From an optimization exercise on the open Yosys and OpenROAD flow, aimed at small area; shortcuts taken in it are not production practice.
In this exercise RTL edits were held to simulation tests only and were not proved equivalent to the original.
Power figures rest on the tool's default switching activity, not on a simulated workload.

`design/flow/flow/run.sh`:
```
#!/bin/bash
# Own layout flow: the standard flow (standard.sh) with two changes.
#  - Synthesis reads a copy of the design in which the RTL's full and half
#    adder modules (sprite_fa, sprite_ha) are the library's fa_1 / ha_1 cells,
#    and the flow's own full-adder extraction is off (ADDER_MAP_FILE empty),
#    so the adder tree is built as the RTL lays it out. Everything else,
#    registers included, is the standard synthesis.
#  - Every port still gets a buffer, but a plain buf_1 instead of the delay
#    buffer that buffer_ports picks by default.
# Each step's full output goes to a log file in the work folder.
set -euo pipefail
WORK=$(pwd)
python3 flow/mapcells.py design.v "$WORK/design_cells.v" > mapcells.log 2>&1
COMMON=("VERILOG_FILES=$WORK/design_cells.v" "ADDER_MAP_FILE=")
bash standard.sh "${COMMON[@]}" synth > synth.log 2>&1
bash standard.sh "${COMMON[@]}" "BUFFER_PORTS_ARGS=-buffer_cell sky130_fd_sc_hd__buf_1" finish > layout.log 2>&1
```
`design/flow/flow/mapcells.py`:
```
# Writes a copy of the design in which the sprite_fa and sprite_ha modules
# instantiate the library full and half adder cells.
import re, sys
src = open(sys.argv[1]).read()
fa = """module sprite_fa (a, b, ci, s, co);
   input a, b, ci;
   output s, co;
   sky130_fd_sc_hd__fa_1 u_cell (.A(a), .B(b), .CIN(ci), .SUM(s), .COUT(co));
endmodule
"""
ha = """module sprite_ha (a, b, s, co);
   input a, b;
   output s, co;
   sky130_fd_sc_hd__ha_1 u_cell (.A(a), .B(b), .SUM(s), .COUT(co));
endmodule
"""
n1 = len(re.findall(r'\bmodule\s+sprite_fa\b', src)); n2 = len(re.findall(r'\bmodule\s+sprite_ha\b', src))
src = re.sub(r'\bmodule\s+sprite_fa\b.*?\bendmodule\b', fa, src, flags=re.S)
src = re.sub(r'\bmodule\s+sprite_ha\b.*?\bendmodule\b', ha, src, flags=re.S)
sys.stderr.write(f"replaced {n1} fa, {n2} ha modules\n")
open(sys.argv[2], 'w').write(src)
```
`design/flow/standard.sh`:
```
#!/bin/bash
# synth_recipe.tcl (not shown) runs the flow's synth.tcl, then flattens the netlist and writes it again
# the make line also repeats each setting of config.mk as NAME=value (left out here)
make -C /OpenROAD-flow-scripts/flow DESIGN_CONFIG=/design/flow/config.mk WORK_HOME=/design/flow/orfs CLKGATE_MAP_FILE= SYNTH_SCRIPT=/design/flow/synth_recipe.tcl "${@:-finish}"
```
`design/flow/config.mk`:
```
export PLATFORM = sky130hd
export DESIGN_NAME = sprite_compositor
export DESIGN_NICKNAME = sprite_compositor
export VERILOG_FILES = /design/flow/design.v
export SDC_FILE = /design/flow/constraint.sdc
export NUM_CORES = 4
export LEC_CHECK = 0
export ABC_AREA = 1
export CAP_MARGIN = 20
export CORE_MARGIN = 2
export CORE_UTILIZATION = 40
export GPL_TIMING_DRIVEN = 0
export SLEW_MARGIN = 20
```
`design/flow/constraint.sdc`:
```
create_clock -name core_clock -period 7.5 [get_ports {clk}]
set_input_delay 1.5000 -clock core_clock [delete_from_list [all_inputs] [get_ports {clk}]]
set_output_delay 1.5000 -clock core_clock [all_outputs]
set_load 0.01 [all_outputs]
```
`design/flow/design.v`:
```
package sprite_pkg;
   localparam logic [11:0] KEY_DEFAULT = 12'h428;
   localparam int PIX_W       = 12;
   localparam int XW_DEF      = 10;
   localparam int YW_DEF      = 9;
   localparam int AW_DEF      = 14;
   localparam int NUM_SPR_DEF = 8;
   typedef logic [PIX_W-1:0] pixel_t;
   typedef struct packed {
      logic              en;
      logic [XW_DEF-1:0] x;
      logic [YW_DEF-1:0] y;
      logic [XW_DEF-1:0] w;
      logic [YW_DEF-1:0] h;
   } spr_desc_t;
   function automatic logic multi_hot(input logic [31:0] v);
      multi_hot = ((v & (v - 32'd1)) != 32'd0);
   endfunction
endpackage
module sprite_hit_addr
#(
   parameter int XW = 10,
   parameter int YW = 9,
   parameter int AW = 14
) (
   input  logic          clk,
   input  logic          rst,
   input  logic          frame_start,
   input  logic          pix_req,
   input  logic [XW-1:0] col,
   input  logic [YW-1:0] row,
   input  logic          en,
   input  logic [XW-1:0] x,
   input  logic [YW-1:0] y,
   input  logic [XW-1:0] w,
   input  logic [YW-1:0] h,
   output logic [AW-1:0] addr,
   output logic          hit
);
   logic          en_reg;
   logic [XW-1:0] x_reg;
   logic [XW-1:0] w_reg;
   logic [YW-1:0] y_reg;
   logic [YW-1:0] h_reg;
   logic          hit_next;
   logic [9:0] ndx;
   logic [10:0] ndx_c;
   logic ndx_co;
   logic [8:0] ndy;
   logic [9:0] ndy_c;
   logic ndy_co;
   logic [10:0] dx_lt_b;
   logic dx_lt;
   logic [9:0] dy_lt_b;
   logic dy_lt;
   logic [11:0] w3;
   logic [11:0] w3_c;
   logic s1_0;
   logic s2_0;
   logic s3_0;
   logic s1_1;
   logic s2_1;
   logic s3_1;
   logic s1_2;
   logic s2_2;
   logic s3_2;
   logic s1_3;
   logic s2_3;
   logic s3_3;
   logic pp0_0;
   logic pp0_1;
   logic pp0_2;
   logic pp0_3;
   logic pp0_4;
   logic pp0_5;
   logic pp0_6;
   logic pp0_7;
   logic pp0_8;
   logic pp0_9;
   logic pp0_10;
   logic pp0_11;
   logic pp1_2;
   logic pp1_3;
   logic pp1_4;
   logic pp1_5;
   logic pp1_6;
   logic pp1_7;
   logic pp1_8;
   logic pp1_9;
   logic pp1_10;
   logic pp1_11;
   logic pp1_12;
   logic pp1_13;
   logic pp2_4;
   logic pp2_5;
   logic pp2_6;
   logic pp2_7;
   logic pp2_8;
   logic pp2_9;
   logic pp2_10;
   logic pp2_11;
   logic pp2_12;
   logic pp2_13;
   logic pp3_6;
   logic pp3_7;
   logic pp3_8;
   logic pp3_9;
   logic pp3_10;
   logic pp3_11;
   logic pp3_12;
   logic pp3_13;
   logic pp4_8;
   logic pp4_9;
   logic pp4_10;
   logic pp4_11;
   logic pp4_12;
   logic pp4_13;
   logic [13:0] lin;
   logic s1;
   logic s2;
   logic s3;
   logic s4;
   logic s5;
   logic s6;
   logic s7;
   logic s8;
   logic s9;
   logic s10;
   logic s11;
   logic s12;
   logic s13;
   logic s14;
   logic s15;
   logic s16;
   logic s17;
   logic s18;
   logic s19;
   logic s20;
   logic s21;
   logic s22;
   logic s23;
   logic s24;
   logic s25;
   logic s26;
   logic s27;
   logic s28;
   logic s29;
   logic s30;
   logic s31;
   logic s32;
   logic s33;
   logic s34;
   logic s35;
   logic s36;
   logic s37;
   logic s38;
   logic s39;
   logic s40;
   logic s41;
   logic s42;
   logic s43;
   logic s44;
   logic s45;
   logic s46;
   logic s47;
   logic s48;
   logic s49;
   logic s50;
   logic s51;
   logic s52;
   logic s53;
   logic s54;
   logic s55;
   logic s56;
   logic s57;
   logic s58;
   logic s59;
   logic s60;
   logic s61;
   logic s62;
   logic s63;
   logic s64;
   logic s65;
   logic s66;
   logic s67;
   logic s68;
   logic s69;
   logic s70;
   logic s71;
   logic s72;
   logic s73;
   logic s74;
   logic s75;
   logic s76;
   logic s77;
   logic s78;
   logic s79;
   logic s80;
   logic s81;
   logic s82;
   logic s83;
   logic s84;
   logic s85;
   logic s86;
   logic s87;
   logic s88;
   logic s89;
   logic s90;
   logic s91;
   logic s92;
   logic s93;
   logic s94;
   logic [5:0] fin_p;
   logic [5:0] fin_g;
   logic [5:0] fin;
   logic pg95;
   logic pp96;
   logic pg97;
   logic pp98;
   logic pg99;
   logic pp100;
   logic pg101;
   logic pp102;
   logic pg103;
   logic pp104;
   logic pg105;
   logic pp106;
   logic pg107;
   logic pp108;
   logic fin_co;
   always_ff @(posedge clk) begin
      if (rst)
         en_reg <= 1'b0;
      else if (frame_start)
         en_reg <= en;
   end
   always_ff @(posedge clk) begin
      if (frame_start) begin
         x_reg <= x;
         y_reg <= y;
         w_reg <= w;
         h_reg <= h;
      end
   end
   assign ndx_c[0] = 1'b0;
   sprite_ha u_ha1 (.a(x_reg[0]), .b(~col[0]), .s(ndx[0]), .co(ndx_c[1]));
   sprite_fa u_fa2 (.a(x_reg[1]), .b(~col[1]), .ci(ndx_c[1]), .s(ndx[1]), .co(ndx_c[2]));
   sprite_fa u_fa3 (.a(x_reg[2]), .b(~col[2]), .ci(ndx_c[2]), .s(ndx[2]), .co(ndx_c[3]));
   sprite_fa u_fa4 (.a(x_reg[3]), .b(~col[3]), .ci(ndx_c[3]), .s(ndx[3]), .co(ndx_c[4]));
   sprite_fa u_fa5 (.a(x_reg[4]), .b(~col[4]), .ci(ndx_c[4]), .s(ndx[4]), .co(ndx_c[5]));
   sprite_fa u_fa6 (.a(x_reg[5]), .b(~col[5]), .ci(ndx_c[5]), .s(ndx[5]), .co(ndx_c[6]));
   sprite_fa u_fa7 (.a(x_reg[6]), .b(~col[6]), .ci(ndx_c[6]), .s(ndx[6]), .co(ndx_c[7]));
   sprite_fa u_fa8 (.a(x_reg[7]), .b(~col[7]), .ci(ndx_c[7]), .s(ndx[7]), .co(ndx_c[8]));
   sprite_fa u_fa9 (.a(x_reg[8]), .b(~col[8]), .ci(ndx_c[8]), .s(ndx[8]), .co(ndx_c[9]));
   sprite_fa u_fa10 (.a(x_reg[9]), .b(~col[9]), .ci(ndx_c[9]), .s(ndx[9]), .co(ndx_c[10]));
   assign ndx_co = ndx_c[10];
   assign ndy_c[0] = 1'b0;
   sprite_ha u_ha11 (.a(y_reg[0]), .b(~row[0]), .s(ndy[0]), .co(ndy_c[1]));
   sprite_fa u_fa12 (.a(y_reg[1]), .b(~row[1]), .ci(ndy_c[1]), .s(ndy[1]), .co(ndy_c[2]));
   sprite_fa u_fa13 (.a(y_reg[2]), .b(~row[2]), .ci(ndy_c[2]), .s(ndy[2]), .co(ndy_c[3]));
   sprite_fa u_fa14 (.a(y_reg[3]), .b(~row[3]), .ci(ndy_c[3]), .s(ndy[3]), .co(ndy_c[4]));
   sprite_fa u_fa15 (.a(y_reg[4]), .b(~row[4]), .ci(ndy_c[4]), .s(ndy[4]), .co(ndy_c[5]));
   sprite_fa u_fa16 (.a(y_reg[5]), .b(~row[5]), .ci(ndy_c[5]), .s(ndy[5]), .co(ndy_c[6]));
   sprite_fa u_fa17 (.a(y_reg[6]), .b(~row[6]), .ci(ndy_c[6]), .s(ndy[6]), .co(ndy_c[7]));
   sprite_fa u_fa18 (.a(y_reg[7]), .b(~row[7]), .ci(ndy_c[7]), .s(ndy[7]), .co(ndy_c[8]));
   sprite_fa u_fa19 (.a(y_reg[8]), .b(~row[8]), .ci(ndy_c[8]), .s(ndy[8]), .co(ndy_c[9]));
   assign ndy_co = ndy_c[9];
   assign dx_lt_b[0] = 1'b0;
   assign dx_lt_b[1] = (ndx[0] & w_reg[0]) | (ndx[0] & dx_lt_b[0]) | (w_reg[0] & dx_lt_b[0]);
   assign dx_lt_b[2] = (ndx[1] & w_reg[1]) | (ndx[1] & dx_lt_b[1]) | (w_reg[1] & dx_lt_b[1]);
   assign dx_lt_b[3] = (ndx[2] & w_reg[2]) | (ndx[2] & dx_lt_b[2]) | (w_reg[2] & dx_lt_b[2]);
   assign dx_lt_b[4] = (ndx[3] & w_reg[3]) | (ndx[3] & dx_lt_b[3]) | (w_reg[3] & dx_lt_b[3]);
   assign dx_lt_b[5] = (ndx[4] & w_reg[4]) | (ndx[4] & dx_lt_b[4]) | (w_reg[4] & dx_lt_b[4]);
   assign dx_lt_b[6] = (ndx[5] & w_reg[5]) | (ndx[5] & dx_lt_b[5]) | (w_reg[5] & dx_lt_b[5]);
   assign dx_lt_b[7] = (ndx[6] & w_reg[6]) | (ndx[6] & dx_lt_b[6]) | (w_reg[6] & dx_lt_b[6]);
   assign dx_lt_b[8] = (ndx[7] & w_reg[7]) | (ndx[7] & dx_lt_b[7]) | (w_reg[7] & dx_lt_b[7]);
   assign dx_lt_b[9] = (ndx[8] & w_reg[8]) | (ndx[8] & dx_lt_b[8]) | (w_reg[8] & dx_lt_b[8]);
   assign dx_lt_b[10] = (ndx[9] & w_reg[9]) | (ndx[9] & dx_lt_b[9]) | (w_reg[9] & dx_lt_b[9]);
   assign dx_lt = dx_lt_b[10];
   assign dy_lt_b[0] = 1'b0;
   assign dy_lt_b[1] = (ndy[0] & h_reg[0]) | (ndy[0] & dy_lt_b[0]) | (h_reg[0] & dy_lt_b[0]);
   assign dy_lt_b[2] = (ndy[1] & h_reg[1]) | (ndy[1] & dy_lt_b[1]) | (h_reg[1] & dy_lt_b[1]);
   assign dy_lt_b[3] = (ndy[2] & h_reg[2]) | (ndy[2] & dy_lt_b[2]) | (h_reg[2] & dy_lt_b[2]);
   assign dy_lt_b[4] = (ndy[3] & h_reg[3]) | (ndy[3] & dy_lt_b[3]) | (h_reg[3] & dy_lt_b[3]);
   assign dy_lt_b[5] = (ndy[4] & h_reg[4]) | (ndy[4] & dy_lt_b[4]) | (h_reg[4] & dy_lt_b[4]);
   assign dy_lt_b[6] = (ndy[5] & h_reg[5]) | (ndy[5] & dy_lt_b[5]) | (h_reg[5] & dy_lt_b[5]);
   assign dy_lt_b[7] = (ndy[6] & h_reg[6]) | (ndy[6] & dy_lt_b[6]) | (h_reg[6] & dy_lt_b[6]);
   assign dy_lt_b[8] = (ndy[7] & h_reg[7]) | (ndy[7] & dy_lt_b[7]) | (h_reg[7] & dy_lt_b[7]);
   assign dy_lt_b[9] = (ndy[8] & h_reg[8]) | (ndy[8] & dy_lt_b[8]) | (h_reg[8] & dy_lt_b[8]);
   assign dy_lt = dy_lt_b[9];
   assign w3[0] = w_reg[0];
   sprite_ha u_ha20 (.a(w_reg[1]), .b(w_reg[0]), .s(w3[1]), .co(w3_c[2]));
   sprite_fa u_fa21 (.a(w_reg[2]), .b(w_reg[1]), .ci(w3_c[2]), .s(w3[2]), .co(w3_c[3]));
   sprite_fa u_fa22 (.a(w_reg[3]), .b(w_reg[2]), .ci(w3_c[3]), .s(w3[3]), .co(w3_c[4]));
   sprite_fa u_fa23 (.a(w_reg[4]), .b(w_reg[3]), .ci(w3_c[4]), .s(w3[4]), .co(w3_c[5]));
   sprite_fa u_fa24 (.a(w_reg[5]), .b(w_reg[4]), .ci(w3_c[5]), .s(w3[5]), .co(w3_c[6]));
   sprite_fa u_fa25 (.a(w_reg[6]), .b(w_reg[5]), .ci(w3_c[6]), .s(w3[6]), .co(w3_c[7]));
   sprite_fa u_fa26 (.a(w_reg[7]), .b(w_reg[6]), .ci(w3_c[7]), .s(w3[7]), .co(w3_c[8]));
   sprite_fa u_fa27 (.a(w_reg[8]), .b(w_reg[7]), .ci(w3_c[8]), .s(w3[8]), .co(w3_c[9]));
   sprite_fa u_fa28 (.a(w_reg[9]), .b(w_reg[8]), .ci(w3_c[9]), .s(w3[9]), .co(w3_c[10]));
   sprite_ha u_ha29 (.a(w_reg[9]), .b(w3_c[10]), .s(w3[10]), .co(w3[11]));
   assign s1_0 = ~ndy[0] & ndy[1];
   assign s2_0 = ndy[0] & ~ndy[1];
   assign s3_0 = ~(ndy[0] | ndy[1]);
   assign s1_1 = ~ndy[2] & ndy[3];
   assign s2_1 = ndy[2] & ~ndy[3];
   assign s3_1 = ~(ndy[2] | ndy[3]);
   assign s1_2 = ~ndy[4] & ndy[5];
   assign s2_2 = ndy[4] & ~ndy[5];
   assign s3_2 = ~(ndy[4] | ndy[5]);
   assign s1_3 = ~ndy[6] & ndy[7];
   assign s2_3 = ndy[6] & ~ndy[7];
   assign s3_3 = ~(ndy[6] | ndy[7]);
   assign pp0_0 = ~((~ndy[0] & w_reg[0]));
   assign pp0_1 = ~((s1_0 & w_reg[1]) | (s2_0 & w_reg[0]) | (s3_0 & w3[1]));
   assign pp0_2 = ~((s1_0 & w_reg[2]) | (s2_0 & w_reg[1]) | (s3_0 & w3[2]));
   assign pp0_3 = ~((s1_0 & w_reg[3]) | (s2_0 & w_reg[2]) | (s3_0 & w3[3]));
   assign pp0_4 = ~((s1_0 & w_reg[4]) | (s2_0 & w_reg[3]) | (s3_0 & w3[4]));
   assign pp0_5 = ~((s1_0 & w_reg[5]) | (s2_0 & w_reg[4]) | (s3_0 & w3[5]));
   assign pp0_6 = ~((s1_0 & w_reg[6]) | (s2_0 & w_reg[5]) | (s3_0 & w3[6]));
   assign pp0_7 = ~((s1_0 & w_reg[7]) | (s2_0 & w_reg[6]) | (s3_0 & w3[7]));
   assign pp0_8 = ~((s1_0 & w_reg[8]) | (s2_0 & w_reg[7]) | (s3_0 & w3[8]));
   assign pp0_9 = ~((s1_0 & w_reg[9]) | (s2_0 & w_reg[8]) | (s3_0 & w3[9]));
   assign pp0_10 = ~((s2_0 & w_reg[9]) | (s3_0 & w3[10]));
   assign pp0_11 = ~((s3_0 & w3[11]));
   assign pp1_2 = ~((~ndy[2] & w_reg[0]));
   assign pp1_3 = ~((s1_1 & w_reg[1]) | (s2_1 & w_reg[0]) | (s3_1 & w3[1]));
   assign pp1_4 = ~((s1_1 & w_reg[2]) | (s2_1 & w_reg[1]) | (s3_1 & w3[2]));
   assign pp1_5 = ~((s1_1 & w_reg[3]) | (s2_1 & w_reg[2]) | (s3_1 & w3[3]));
   assign pp1_6 = ~((s1_1 & w_reg[4]) | (s2_1 & w_reg[3]) | (s3_1 & w3[4]));
   assign pp1_7 = ~((s1_1 & w_reg[5]) | (s2_1 & w_reg[4]) | (s3_1 & w3[5]));
   assign pp1_8 = ~((s1_1 & w_reg[6]) | (s2_1 & w_reg[5]) | (s3_1 & w3[6]));
   assign pp1_9 = ~((s1_1 & w_reg[7]) | (s2_1 & w_reg[6]) | (s3_1 & w3[7]));
   assign pp1_10 = ~((s1_1 & w_reg[8]) | (s2_1 & w_reg[7]) | (s3_1 & w3[8]));
   assign pp1_11 = ~((s1_1 & w_reg[9]) | (s2_1 & w_reg[8]) | (s3_1 & w3[9]));
   assign pp1_12 = ~((s2_1 & w_reg[9]) | (s3_1 & w3[10]));
   assign pp1_13 = ~((s3_1 & w3[11]));
   assign pp2_4 = ~((~ndy[4] & w_reg[0]));
   assign pp2_5 = ~((s1_2 & w_reg[1]) | (s2_2 & w_reg[0]) | (s3_2 & w3[1]));
   assign pp2_6 = ~((s1_2 & w_reg[2]) | (s2_2 & w_reg[1]) | (s3_2 & w3[2]));
   assign pp2_7 = ~((s1_2 & w_reg[3]) | (s2_2 & w_reg[2]) | (s3_2 & w3[3]));
   assign pp2_8 = ~((s1_2 & w_reg[4]) | (s2_2 & w_reg[3]) | (s3_2 & w3[4]));
   assign pp2_9 = ~((s1_2 & w_reg[5]) | (s2_2 & w_reg[4]) | (s3_2 & w3[5]));
   assign pp2_10 = ~((s1_2 & w_reg[6]) | (s2_2 & w_reg[5]) | (s3_2 & w3[6]));
   assign pp2_11 = ~((s1_2 & w_reg[7]) | (s2_2 & w_reg[6]) | (s3_2 & w3[7]));
   assign pp2_12 = ~((s1_2 & w_reg[8]) | (s2_2 & w_reg[7]) | (s3_2 & w3[8]));
   assign pp2_13 = ~((s1_2 & w_reg[9]) | (s2_2 & w_reg[8]) | (s3_2 & w3[9]));
   assign pp3_6 = ~((~ndy[6] & w_reg[0]));
   assign pp3_7 = ~((s1_3 & w_reg[1]) | (s2_3 & w_reg[0]) | (s3_3 & w3[1]));
   assign pp3_8 = ~((s1_3 & w_reg[2]) | (s2_3 & w_reg[1]) | (s3_3 & w3[2]));
   assign pp3_9 = ~((s1_3 & w_reg[3]) | (s2_3 & w_reg[2]) | (s3_3 & w3[3]));
   assign pp3_10 = ~((s1_3 & w_reg[4]) | (s2_3 & w_reg[3]) | (s3_3 & w3[4]));
   assign pp3_11 = ~((s1_3 & w_reg[5]) | (s2_3 & w_reg[4]) | (s3_3 & w3[5]));
   assign pp3_12 = ~((s1_3 & w_reg[6]) | (s2_3 & w_reg[5]) | (s3_3 & w3[6]));
   assign pp3_13 = ~((s1_3 & w_reg[7]) | (s2_3 & w_reg[6]) | (s3_3 & w3[7]));
   assign pp4_8 = ~(~ndy[8] & w_reg[0]);
   assign pp4_9 = ~(~ndy[8] & w_reg[1]);
   assign pp4_10 = ~(~ndy[8] & w_reg[2]);
   assign pp4_11 = ~(~ndy[8] & w_reg[3]);
   assign pp4_12 = ~(~ndy[8] & w_reg[4]);
   assign pp4_13 = ~(~ndy[8] & w_reg[5]);
   assign s1 = ~(ndx[0] ^ pp0_0);
   assign s2 = ndx[0] | pp0_0;
   assign lin[0] = s1;   
   sprite_fa u_fa30 (.a(ndx[1]), .b(s2), .ci(pp0_1), .s(s3), .co(s4));
   assign lin[1] = s3;   
   assign s5 = ~(ndx[2] ^ pp0_2);
   assign s6 = ndx[2] | pp0_2;
   sprite_fa u_fa31 (.a(pp1_2), .b(s5), .ci(s4), .s(s7), .co(s8));
   assign lin[2] = s7;   
   sprite_fa u_fa32 (.a(pp0_3), .b(ndx[3]), .ci(s6), .s(s9), .co(s10));
   sprite_fa u_fa33 (.a(pp1_3), .b(s8), .ci(s9), .s(s11), .co(s12));
   assign lin[3] = s11;   
   assign s13 = ~(pp0_4 ^ ndx[4]);
   assign s14 = pp0_4 | ndx[4];
   sprite_fa u_fa34 (.a(s10), .b(pp1_4), .ci(pp2_4), .s(s15), .co(s16));
   sprite_fa u_fa35 (.a(s13), .b(s12), .ci(s15), .s(s17), .co(s18));
   assign lin[4] = s17;   
   sprite_fa u_fa36 (.a(pp0_5), .b(pp1_5), .ci(s14), .s(s19), .co(s20));
   sprite_fa u_fa37 (.a(ndx[5]), .b(s16), .ci(s19), .s(s21), .co(s22));
   sprite_fa u_fa38 (.a(pp2_5), .b(s18), .ci(s21), .s(s23), .co(s24));
   assign lin[5] = s23;   
   assign s25 = ~(pp0_6 ^ pp1_6);
   assign s26 = pp0_6 | pp1_6;
   sprite_fa u_fa39 (.a(s25), .b(s20), .ci(ndx[6]), .s(s27), .co(s28));
   sprite_fa u_fa40 (.a(pp2_6), .b(pp3_6), .ci(s22), .s(s29), .co(s30));
   sprite_fa u_fa41 (.a(s27), .b(s24), .ci(s29), .s(s31), .co(s32));
   assign lin[6] = s31;   
   sprite_fa u_fa42 (.a(pp0_7), .b(pp1_7), .ci(s26), .s(s33), .co(s34));
   sprite_fa u_fa43 (.a(pp2_7), .b(s33), .ci(ndx[7]), .s(s35), .co(s36));
   sprite_fa u_fa44 (.a(s28), .b(s30), .ci(s35), .s(s37), .co(s38));
   sprite_fa u_fa45 (.a(pp3_7), .b(s32), .ci(s37), .s(s39), .co(s40));
   assign lin[7] = s39;   
   assign s41 = ~(pp0_8 ^ pp1_8);
   assign s42 = pp0_8 | pp1_8;
   sprite_fa u_fa46 (.a(s41), .b(s34), .ci(pp2_8), .s(s43), .co(s44));
   sprite_fa u_fa47 (.a(s43), .b(ndx[8]), .ci(s36), .s(s45), .co(s46));
   sprite_fa u_fa48 (.a(pp3_8), .b(pp4_8), .ci(s38), .s(s47), .co(s48));
   sprite_ha u_ha49 (.a(s45), .b(s47), .s(s49), .co(s50));
   sprite_fa u_fa50 (.a(pp0_9), .b(pp1_9), .ci(s42), .s(s51), .co(s52));
   sprite_fa u_fa51 (.a(pp2_9), .b(s51), .ci(s44), .s(s53), .co(s54));
   sprite_fa u_fa52 (.a(pp3_9), .b(s53), .ci(pp4_9), .s(s55), .co(s56));
   sprite_fa u_fa53 (.a(ndx[9]), .b(s46), .ci(s55), .s(s57), .co(s58));
   sprite_ha u_ha54 (.a(s48), .b(s50), .s(s59), .co(s60));
   assign s61 = ~(pp0_10 ^ pp1_10);
   assign s62 = pp0_10 | pp1_10;
   sprite_fa u_fa55 (.a(s61), .b(s52), .ci(pp2_10), .s(s63), .co(s64));
   sprite_fa u_fa56 (.a(s63), .b(pp3_10), .ci(s54), .s(s65), .co(s66));
   sprite_fa u_fa57 (.a(pp4_10), .b(s56), .ci(s65), .s(s67), .co(s68));
   sprite_ha u_ha58 (.a(s58), .b(s67), .s(s69), .co(s70));
   assign s71 = ~(pp0_11 ^ pp1_11);
   assign s72 = pp0_11 | pp1_11;
   sprite_fa u_fa59 (.a(s62), .b(s71), .ci(pp2_11), .s(s73), .co(s74));
   sprite_fa u_fa60 (.a(s64), .b(s73), .ci(pp3_11), .s(s75), .co(s76));
   sprite_fa u_fa61 (.a(pp4_11), .b(s66), .ci(s75), .s(s77), .co(s78));
   sprite_ha u_ha62 (.a(s68), .b(s77), .s(s79), .co(s80));
   sprite_fa u_fa63 (.a(pp1_12), .b(s72), .ci(pp2_12), .s(s81), .co(s82));
   sprite_fa u_fa64 (.a(s74), .b(s81), .ci(pp3_12), .s(s83), .co(s84));
   sprite_fa u_fa65 (.a(pp4_12), .b(s76), .ci(s83), .s(s85), .co(s86));
   sprite_ha u_ha66 (.a(s78), .b(s85), .s(s87), .co(s88));
   assign s89 = pp1_13 ^ pp2_13;
   assign s90 = s89 ^ s82;
   assign s91 = s90 ^ pp3_13;
   assign s92 = pp4_13 ^ s91;
   assign s93 = s84 ^ s92;
   assign s94 = s93 ^ s86;
   assign fin_p[0] = s40 ^ s49;
   assign fin_g[0] = s40 & s49;
   assign fin_p[1] = s57 ^ s59;
   assign fin_g[1] = s57 & s59;
   assign fin_p[2] = s60 ^ s69;
   assign fin_g[2] = s60 & s69;
   assign fin_p[3] = s70 ^ s79;
   assign fin_g[3] = s70 & s79;
   assign fin_p[4] = s80 ^ s87;
   assign fin_g[4] = s80 & s87;
   assign fin_p[5] = s94 ^ s88;
   assign fin_g[5] = s94 & s88;
   assign pg95 = fin_g[1] | (fin_p[1] & fin_g[0]);
   assign pp96 = fin_p[1] & fin_p[0];
   assign pg97 = fin_g[3] | (fin_p[3] & fin_g[2]);
   assign pp98 = fin_p[3] & fin_p[2];
   assign pg99 = fin_g[5] | (fin_p[5] & fin_g[4]);
   assign pp100 = fin_p[5] & fin_p[4];
   assign pg101 = fin_g[2] | (fin_p[2] & pg95);
   assign pp102 = fin_p[2] & pp96;
   assign pg103 = pg97 | (pp98 & pg95);
   assign pp104 = pp98 & pp96;
   assign pg105 = fin_g[4] | (fin_p[4] & pg103);
   assign pp106 = fin_p[4] & pp104;
   assign pg107 = pg99 | (pp100 & pg103);
   assign pp108 = pp100 & pp104;
   assign fin[0] = fin_p[0] ^ 1'b0;
   assign fin[1] = fin_p[1] ^ fin_g[0];
   assign fin[2] = fin_p[2] ^ pg95;
   assign fin[3] = fin_p[3] ^ pg101;
   assign fin[4] = fin_p[4] ^ pg103;
   assign fin[5] = fin_p[5] ^ pg105;
   assign fin_co = pg107;
   assign lin[8] = fin[0];
   assign lin[9] = fin[1];
   assign lin[10] = fin[2];
   assign lin[11] = fin[3];
   assign lin[12] = fin[4];
   assign lin[13] = ~fin[5];
   assign hit_next = pix_req && en_reg && !ndx_co && !ndy_co && dx_lt && dy_lt;
   always_ff @(posedge clk) begin
      if (rst) begin
         addr <= '0;
         hit  <= 1'b0;
      end else begin
         hit  <= hit_next;
         addr <= hit_next ? ~lin : '0;
      end
   end
endmodule
module sprite_fa (
   input  logic a,
   input  logic b,
   input  logic ci,
   output logic s,
   output logic co
);
   assign s  = a ^ b ^ ci;
   assign co = (a & b) | (a & ci) | (b & ci);
endmodule
module sprite_ha (
   input  logic a,
   input  logic b,
   output logic s,
   output logic co
);
   assign s  = a ^ b;
   assign co = a & b;
endmodule
module sprite_compositor
#(
   parameter int          NUM_SPR = 8,
   parameter int          XW      = 10,
   parameter int          YW      = 9,
   parameter int          AW      = 14,
   parameter logic [11:0] KEY     = sprite_pkg::KEY_DEFAULT
) (
   input  logic                     clk,
   input  logic                     rst,
   input  logic                     frame_start,
   input  logic                     pix_req,
   input  logic [XW-1:0]            col_in,
   input  logic [YW-1:0]            row_in,
   input  logic [NUM_SPR-1:0]       spr_en,
   input  logic [NUM_SPR*XW-1:0]    spr_x,
   input  logic [NUM_SPR*YW-1:0]    spr_y,
   input  logic [NUM_SPR*XW-1:0]    spr_w,
   input  logic [NUM_SPR*YW-1:0]    spr_h,
   output logic [NUM_SPR*AW-1:0]    spr_addr,
   input  logic [NUM_SPR*12-1:0]    spr_data,
   input  logic [11:0]              bg_data,
   input  logic                     ovl_en,
   input  logic [11:0]              ovl_data,
   output logic [11:0]              pix_out,
   output logic                     pix_valid,
   output logic [$clog2(NUM_SPR):0] top_id,
   output logic [NUM_SPR-1:0]       coll_flags
);
   localparam int IDW = $clog2(NUM_SPR) + 1;
   logic [NUM_SPR-1:0] hit1;
   logic [NUM_SPR-1:0] hit2;
   logic [NUM_SPR-1:0] opaque;
   logic [NUM_SPR-1:0] higher;
   logic [NUM_SPR-1:0] sel;
   logic [NUM_SPR-1:0] seen1;
   logic [NUM_SPR-1:0] seen2;
   logic [NUM_SPR-1:0] coll_event;
   logic [NUM_SPR-1:0] acc_reg;
   logic               valid1;
   logic               valid2;
   logic               ovl1;
   logic               ovl2;
   logic               live;
   logic               sel_bg;
   logic               sel_ovl;
   logic               sel_hold;
   sprite_pkg::pixel_t pix_next;
   logic [IDW-1:0]     id_next;
   genvar gi;
   generate
      for (gi = 0; gi < NUM_SPR; gi++) begin : g_chan
         sprite_hit_addr #(
            .XW (XW),
            .YW (YW),
            .AW (AW)
         ) u_hit (
            .clk         (clk),
            .rst         (rst),
            .frame_start (frame_start),
            .pix_req     (pix_req),
            .col         (col_in),
            .row         (row_in),
            .en          (spr_en[gi]),
            .x           (spr_x[gi*XW +: XW]),
            .y           (spr_y[gi*YW +: YW]),
            .w           (spr_w[gi*XW +: XW]),
            .h           (spr_h[gi*YW +: YW]),
            .addr        (spr_addr[gi*AW +: AW]),
            .hit         (hit1[gi])
         );
         assign opaque[gi] = hit2[gi] && (spr_data[gi*12 +: 12] != KEY);
      end
   endgenerate
   always_ff @(posedge clk) begin
      if (rst) begin
         valid1 <= 1'b0;
         ovl1   <= 1'b0;
         valid2 <= 1'b0;
         ovl2   <= 1'b0;
         hit2   <= '0;
      end else begin
         valid1 <= pix_req;
         ovl1   <= ovl_en;
         valid2 <= valid1;
         ovl2   <= ovl1;
         hit2   <= hit1;
      end
   end
   always_comb begin
      higher[NUM_SPR-1] = 1'b0;
      for (int i = NUM_SPR - 2; i >= 0; i--)
         higher[i] = higher[i+1] | opaque[i+1];
      live     = !rst && valid2 && !ovl2;
      for (int i = 0; i < NUM_SPR; i++)
         sel[i] = live && opaque[i] && !higher[i];
      sel_ovl  = !rst && valid2 && ovl2;
      sel_bg   = live && !(higher[0] | opaque[0]);
      sel_hold = !rst && !valid2;
      pix_next = ({12{sel_ovl}} & ovl_data) | ({12{sel_bg}} & bg_data)
               | ({12{sel_hold}} & pix_out);
      id_next  = {IDW{sel_hold}} & top_id;
      for (int i = 0; i < NUM_SPR; i++) begin
         pix_next = pix_next | ({12{sel[i]}} & spr_data[i*12 +: 12]);
         id_next  = id_next | ({IDW{sel[i]}} & IDW'(i + 1));
      end
      seen1[0] = opaque[0];
      seen2[0] = 1'b0;
      for (int i = 1; i < NUM_SPR; i++) begin
         seen1[i] = seen1[i-1] | opaque[i];
         seen2[i] = seen2[i-1] | (seen1[i-1] & opaque[i]);
      end
      coll_event = {NUM_SPR{seen2[NUM_SPR-1]}} & opaque;
   end
   always_ff @(posedge clk) begin
      pix_out <= pix_next;
      top_id  <= id_next;
   end
   always_ff @(posedge clk) begin
      if (rst) begin
         pix_valid  <= 1'b0;
         acc_reg    <= '0;
         coll_flags <= '0;
      end else begin
         pix_valid <= valid2;
         if (frame_start) begin
            coll_flags <= acc_reg | coll_event;
            acc_reg    <= '0;
         end else begin
            acc_reg    <= acc_reg | coll_event;
         end
      end
   end
endmodule
```
==> impl_metrics.toml, run 1 <==
[logic_synthesis]
yosysWarnings = 2
ys_seq_elements = 477
synth_area_leaders = "fa_1, edfxtp_1, dfxtp_1, nand2_1, inv_1"
synthCells = 3609
ys_seq_area_share_pct = 35.62
syn_avg_cell_area_sq_um = 9.794
synth_top_area_share_pct = 25.83
synth_cell_types = 50
syn_area_sq_mm = 0.03535
synth_nets = 4593
yosys.area.top_type = "fa_1"

[layout]
final_area_sq_mm = 0.04261
final_cell_mix = "nand2_1, buf_1, inv_1, fa_1, edfxtp_1"
final_common_cell = "nand2_1"
final_nets = 5300
drive_above_1_share_pct = 12.26
seqCellArea_sq_mm = 0.01259
fill_cells = 8461
largest_reg_flops = 112
syn_to_final_growth_pct = 20.55
multiInputGateArea_sq_mm = 0.02139

[clock_tree]
clk_latency_ns = 0.66
cts_made_buffers = 58
clkSlewWorstSetupHoldPaths_ns = 0.06
clkSinkCount = 477
cts_root_buf = "clkbuf_16"
holdBufCountCts = 0
clk_path_buf_depth = 3
cts_tree = "built"
htreeDepth = 2

[grt]
grt_pass1_wl_microns = 185600
antenna_found_initial = 32
grt_pass1_vias = 29760
grt_start_max_net_pins = 35
grtUsageTotal_pct = 27.73
overflow = 0

[sta]
postLayoutSetupSlackWorst_ns = 0.1635
finalHoldViolCount = 0
tightest_slew_ns = 1.150
clock_skew_ns = 0.01187
max_clock_freq_ghz = 0.1363
rsz0062_at_grt = "yes"
finalSetupViolations = 0
fin_crit_ns = 7.337
slew_violations = 0
relSlewSlack_pct = 22.87
fin_crit_sh_pct = 97.82

[floorplan]
core-area_sq_mm = 0.08797
dieArea_sq_mm = 0.09076
io_pins = 593
rows = 109
die_h_microns = 301.3
die_x_microns = 301.3
initial_core_util_pct = 40.18

[critical_path]
crit_type = "in2reg"
startpoint_type = "input port"
cp-end-kind = "register"
worstPathRequired_ns = 8.04
critPathMaxFanout = 8
worstPathArrival_ns = 7.88

[run_status]
outcome = "complete, no violations"

[power]
irDropWorstVdd_uv = 520.4
power_per_cell_area_mw_per_mm2 = 525.0
leakagePower_nw = 16.66

[detailed_routing]
drc = 0
drt-total-wl_microns = 127600
firstDrtPassIters = 6
via_per_inst = 5.326
wl_per_cell_microns = 23.03
num_vias = 29510
ant_nets = 0
drt-initial-drc-count = 2509

[placed_design]
gp_congestion = 1.006
dp_hpwl_microns = 101100
post-place-ws_ns = -1.111
port-buffer-count = 591
dpl_cell_area_sq_mm = 0.03926

[hold_path]
hold_class = "reg2reg"

[run]
cap_violations = 0
-- power breakdown --
group	internal [W]	total (W)	switching [W]
registers	0.00296	0.00311	0.000146
clock network	0.00171	0.00291	0.00121
logic	0.00719	0.0163	0.00916
-- cells by family after synthesis --
logic type | share of synthesized area, %
AOI/OAI and AO/OA | 11.78
xor gates and xnor gates | 4.195
adders and majority gates | 28.55
buffers and inverters | 6.478
DFF | 35.62
and+or+nand+nor | 13.37
-- through the flow --
stage | utilization [%] | power, W | setup TNS [ns] | hold slack (ns) | std cells
2_1_floorplan | - | 0.01496 | 0 | 0.3883 | 3609
3_3_place_gp | 44.36 | 0.01802 | -2475.50 | 0.3903 | 5365
3_5_place_dp | 44.63 | 0.01811 | -23.88 | 0.3969 | 5376
4_1_cts | 47.24 | 0.02149 | 0 | 0.4048 | 5503
5_1_grt | 48.43 | 0.02483 | -0.08864 | 0.4340 | 5539
6_report | 48.44 | 0.02237 | 0 | 0.4027 | 5541
-- layout make-up --
class	count	area share (%)
Tap cell	1165	3.421
Multi-Input combinational cell	2533	50.20
Timing Repair Buffer	647	6.601
Buffer	49	0.5285
Clock inverter	33	0.7957
Inverter	550	4.957
Antenna cell	11	0.06460
Sequential cell	477	29.55
Clock buffer	76	3.879
-- layer usage --
layer | global-route usage [%] | share of wire, % | vias up | routed length (microns)
li1 | - | - | 13480 | -
met1 | 35.16 | 40 | 14370 | 50410
met2 | 45.52 | 47 | 1350 | 59790
met3 | 5.504 | 8.2 | 284 | 10520
met4 | 13.23 | 5.2 | 30 | 6653
met5 | 0 | 0.16 | - | 202
-- timing repair --
| item | in CTS | in global routing |
|---|---|---|
| gates resized for setup | 50 | 270 |
| setup endpoints to repair | 17 | 19 |
| setup buffers | 18 | 27 |
| pin swaps | 18 | 99 |
-- worst max-delay path, cell delays in order --
cell	delay (ns)
buf_1	0.12
bufinv_16	0.24
ha_1	0.21
fa_1	0.38
fa_1	0.38
fa_1	0.45
fa_2	0.54
inv_1	0.22
nand2_1	0.13
fa_1	0.41
fa_1	0.42
fa_1	0.40
fa_1	0.43
fa_1	0.44
ha_1	0.22
ha_4	0.23
nor2_2	0.11
o21ai_2	0.07
maj3_1	0.37
nand2_1	0.08
nand2_1	0.07
nand2_1	0.06
o21ai_0	0.12
inv_1	0.08
nand2_1	0.05
nand2_1	0.06
nor2_1	0.05
-- Yosys cell counts, drive strengths merged --
master	number
nand2	643
inv	534
fa	456
nor2	354
edfxtp	304
a21oi	242
o22ai	228
dfxtp	173
xor2	109
nand3	91
ha	72
o21ai	67
o221ai	59
xnor2	56
o211ai	34
buf	29
nand4	25
clkbuf	20
nor3	18
clkinv	16
a22oi	12
a22o	10
a221oi	9
nor4	8
or2	8
a31oi	7
maj3	6
nand3b	5
o22a	5
a21boi	3
o21bai	3
and2	1
o21a	1
o31ai	1
-- worst paths after layout --
| check | end | slack (ns) | cells after the start | startpoint |
|---|---|---|---|---|
| setup / recovery | g_chan[4].u_hit.addr[13] | 0.16 | 27 | row_in[0] |
| hold / removal | hit2[0] | 0.40 | 2 | g_chan[0].u_hit.hit |
| setup reg to reg | g_chan[1].u_hit.addr[13] | 0.19 | 26 | g_chan[1].u_hit.w_reg[0] |
| hold reg to reg | hit2[0] | 0.40 | 2 | g_chan[0].u_hit.hit |
==> inputs of run 2 (changes only) <==
--- a/design/flow/config.mk
+++ b/design/flow/config.mk
@@ -9,5 +9,6 @@
 export CAP_MARGIN = 20
 export CORE_MARGIN = 2
 export CORE_UTILIZATION = 40
+export CTS_BUF_LIST = sky130_fd_sc_hd__clkbuf_4 sky130_fd_sc_hd__clkbuf_8
 export GPL_TIMING_DRIVEN = 0
 export SLEW_MARGIN = 20
==> impl_metrics.toml, run 2 <==
[hold_path]
hold_class = "reg2reg"
min-delay-start = "g_chan[0].u_hit.hit"
hold_depth = 2
hold_end = "hit2[0]"

[layout]
post-route-util_pct = 48.14
fill_cells = 8479
final_nets = 5316
final_area_sq_mm = 0.04235
final_common_cell = "nand2_1"
largest_reg_flops = 112
final_cell_mix = "nand2_1, buf_1, inv_1, fa_1, edfxtp_1"
syn_to_final_growth_pct = 19.81
drive_above_1_share_pct = 11.92

[critical_path]
worstPathRequired_ns = 8.16
crit_type = "reg2reg"
r2r-start = "g_chan[1].u_hit.w_reg[1]"
critPathMaxFanout = 3
startpoint_type = "register"
worstPathArrival_ns = 7.96
cp-end-kind = "register"
reg2reg_depth = 26
regToRegSetupSlack_ns = 0.20
r2r_end = "g_chan[1].u_hit.addr[13]"

[logic_synthesis]
yosys.area.top_type = "fa_1"
syn_avg_cell_area_sq_um = 9.794
synth_nets = 4593
yosysWarnings = 2
synth_cell_types = 50
synth_area_leaders = "fa_1, edfxtp_1, dfxtp_1, nand2_1, inv_1"
synth_top_area_share_pct = 25.83
ys_seq_elements = 477
synth_ff_type = "edfxtp_1"
synth_edf_count = 304
async_flop_share_pct = 0
synth_top_cells_by_count = "nand2_1, inv_1, fa_1"
synthCells = 3609
syn_area_sq_mm = 0.03535
ys_seq_area_share_pct = 35.62
synth.most_common_cell = "nand2_1"

[sta]
postLayoutSetupSlackWorst_ns = 0.1975
fin_crit_ns = 7.302
finalHoldViolCount = 0
fin_crit_sh_pct = 97.37
clock_skew_ns = 0.02921
slew_violations = 0
tightest_slew_ns = 1.143
finalSetupViolations = 0
max_clock_freq_ghz = 0.1369
relSlewSlack_pct = 23.31

[floorplan]
dieArea_sq_mm = 0.09076
initial_core_util_pct = 40.18
die_h_microns = 301.3
io_pins = 593
core-area_sq_mm = 0.08797
die_x_microns = 301.3
rows = 109

[clock_tree]
clkSinkCount = 477
clk_path_buf_depth = 3
cts_made_buffers = 85
clk_latency_ns = 0.74
htreeDepth = 3
holdBufCountCts = 0
clkSlewWorstSetupHoldPaths_ns = 0.07
cts_root_buf = "clkbuf_8"
cts_tree = "built"

[power]
irDropWorstVdd_uv = 519.2
power_per_cell_area_mw_per_mm2 = 518.1
leakagePower_nw = 16.71
p_total_w = 0.02194

[detailed_routing]
ant_nets = 0
drt-initial-drc-count = 2437
num_vias = 29600
drt-total-wl_microns = 127800
drc = 0
via_per_inst = 5.300
wl_per_cell_microns = 22.89
firstDrtPassIters = 6

[placed_design]
gp_congestion = 1.006
dp_hpwl_microns = 101100
dpl_cell_area_sq_mm = 0.03926
port-buffer-count = 591
post-place-ws_ns = -1.111

[grt]
overflow = 0
grt_pass1_wl_microns = 186300
antenna_found_initial = 32
grt_start_max_net_pins = 35
grt_pass1_vias = 30030
grtUsageTotal_pct = 27.86

[run]
cap_violations = 0

[run_status]
outcome = "complete, no violations"
run 2: cell counts after synthesis:
Identical to the previous run, type by type.
run 2: worst max-delay path by stage:
stage	endpoint	cells past startpoint	slack (ns)	from
5_1_grt	g_chan[5].u_hit.addr[13]	26	-0.06	row_in[0]
3_3_place_gp	acc_reg[2]	4	-12.94	frame_start
6_report	g_chan[1].u_hit.addr[13]	26	0.20	g_chan[1].u_hit.w_reg[1]
2_1_floorplan	g_chan[7].u_hit.addr[13]	25	0.005	col_in[0]
4_1_cts	g_chan[4].u_hit.addr[13]	24	0.002	g_chan[4].u_hit.w_reg[1]
3_5_place_dp	g_chan[2].u_hit.addr[13]	28	-1.11	row_in[0]
run 2: worst max-delay path: stages (launching register included):
cell and delay [ns]:
edfxtp_1 0.42, ha_1 0.24, fa_1 0.39, fa_2 0.36
fa_1 0.40, fa_2 0.36, fa_2 0.35, fa_2 0.35
fa_1 0.38, fa_1 0.49, a221oi_2 0.37, fa_2 0.49
fa_2 0.56, fa_1 0.45, fa_1 0.50, nor2_1 0.14
o21ai_2 0.08, maj3_2 0.33, nand2_1 0.08, nand2_1 0.05
nand3_1 0.08, nand2_1 0.08, inv_1 0.06, nand2_1 0.05
nand2_1 0.06, inv_1 0.03, nor2_1 0.08
run 2: power breakdown:
| part | internal (W) | switching, W |
|---|---|---|
| Combinational | 0.00695 | 0.00896 |
| Sequential | 0.00296 | 0.000146 |
| Clock | 0.00173 | 0.00119 |
run 2: per-stage QoR:
| stage | hold slack (ns) | setup TNS [ns] | cells |
|---|---|---|---|
| final | 0.3990 | 0 | 5584 |
| after floorplan | 0.3883 | 0 | 3609 |
| after global placement | 0.3903 | -2475.50 | 5365 |
| after CTS | 0.4041 | 0 | 5554 |
| after detailed placement | 0.3969 | -23.88 | 5376 |
| after global routing | 0.4344 | -0.1952 | 5581 |
run 2: timing repair:
action | 4_1_cts | 5_1_grt
setup buffers | 18 | 16
setup endpoints to repair | 17 | 18
pin swaps | 16 | 68
gates resized for setup | 36 | 215
run 2: cell families after synthesis:
kind of cell / count (synthesis) / share of synthesized area (%)
AOI/OAI and AO/OA: 681 / 11.78
xor gates and xnor gates: 165 / 4.195
adders and majority gates: 534 / 28.55
buffers and inverters: 599 / 6.478
DFF: 477 / 35.62
and+or+nand+nor: 1153 / 13.37
run 2: final cells by class:
class	count	area [sq um]	share of cell area [%]
Sequential cell	477	12590	29.74
Timing Repair Buffer	636	2710	6.400
Inverter	550	2107	4.976
Tap cell	1165	1458	3.442
Clock buffer	122	1516	3.581
Clock inverter	38	516.7	1.220
Buffer	49	225.2	0.5318
Antenna cell	14	35.03	0.08273
Multi-Input combinational cell	2533	21190	50.03
run 2: routing by layer:
layer | track usage, % | part of all wire, % | routed length [microns] | vias to the layer above
met5 | 0 | 0.14 | 185 | -
met4 | 13.48 | 5.1 | 6498 | 28
met3 | 5.778 | 8.3 | 10550 | 278
met2 | 45.51 | 47 | 59660 | 1330
met1 | 35.29 | 40 | 50950 | 14450
li1 | - | - | - | 13520

## static timing again, ports no longer ideal
Ports are ideal in the flow. The routed layouts listed here were re-timed in OpenROAD.
Step 1: set_driving_cell puts a clkbuf_16 on clk and a buf_2 on each other input, an assumption about the parent block.
Step 2 adds t to the input delays and takes it off the output delays; t is the mean of the earliest and latest rising clock arrival at the registers after step 1. Input paths then give back, and output paths get back, about the clock's delay inside the block.
Three values: no drivers, after step 1, after step 2; two values: the first two.
run	t (ns)	slack for setup (ns)	slew at the worst register clock pin (ns)	worst slew at a driven data input, ns
run 1	0.718	0.163 / 0.187 / -0.508	0.07 / 0.07	0.15
run 2	0.792	0.198 / 0.198 / -0.538	0.08 / 0.08	0.15
Met with ideal ports but missed after step 2: setup timing in run 1 and run 2. For run 2, which loses most, drivers alone change the setup slack by 0.000 ns; drivers and shift together by -0.736 ns.
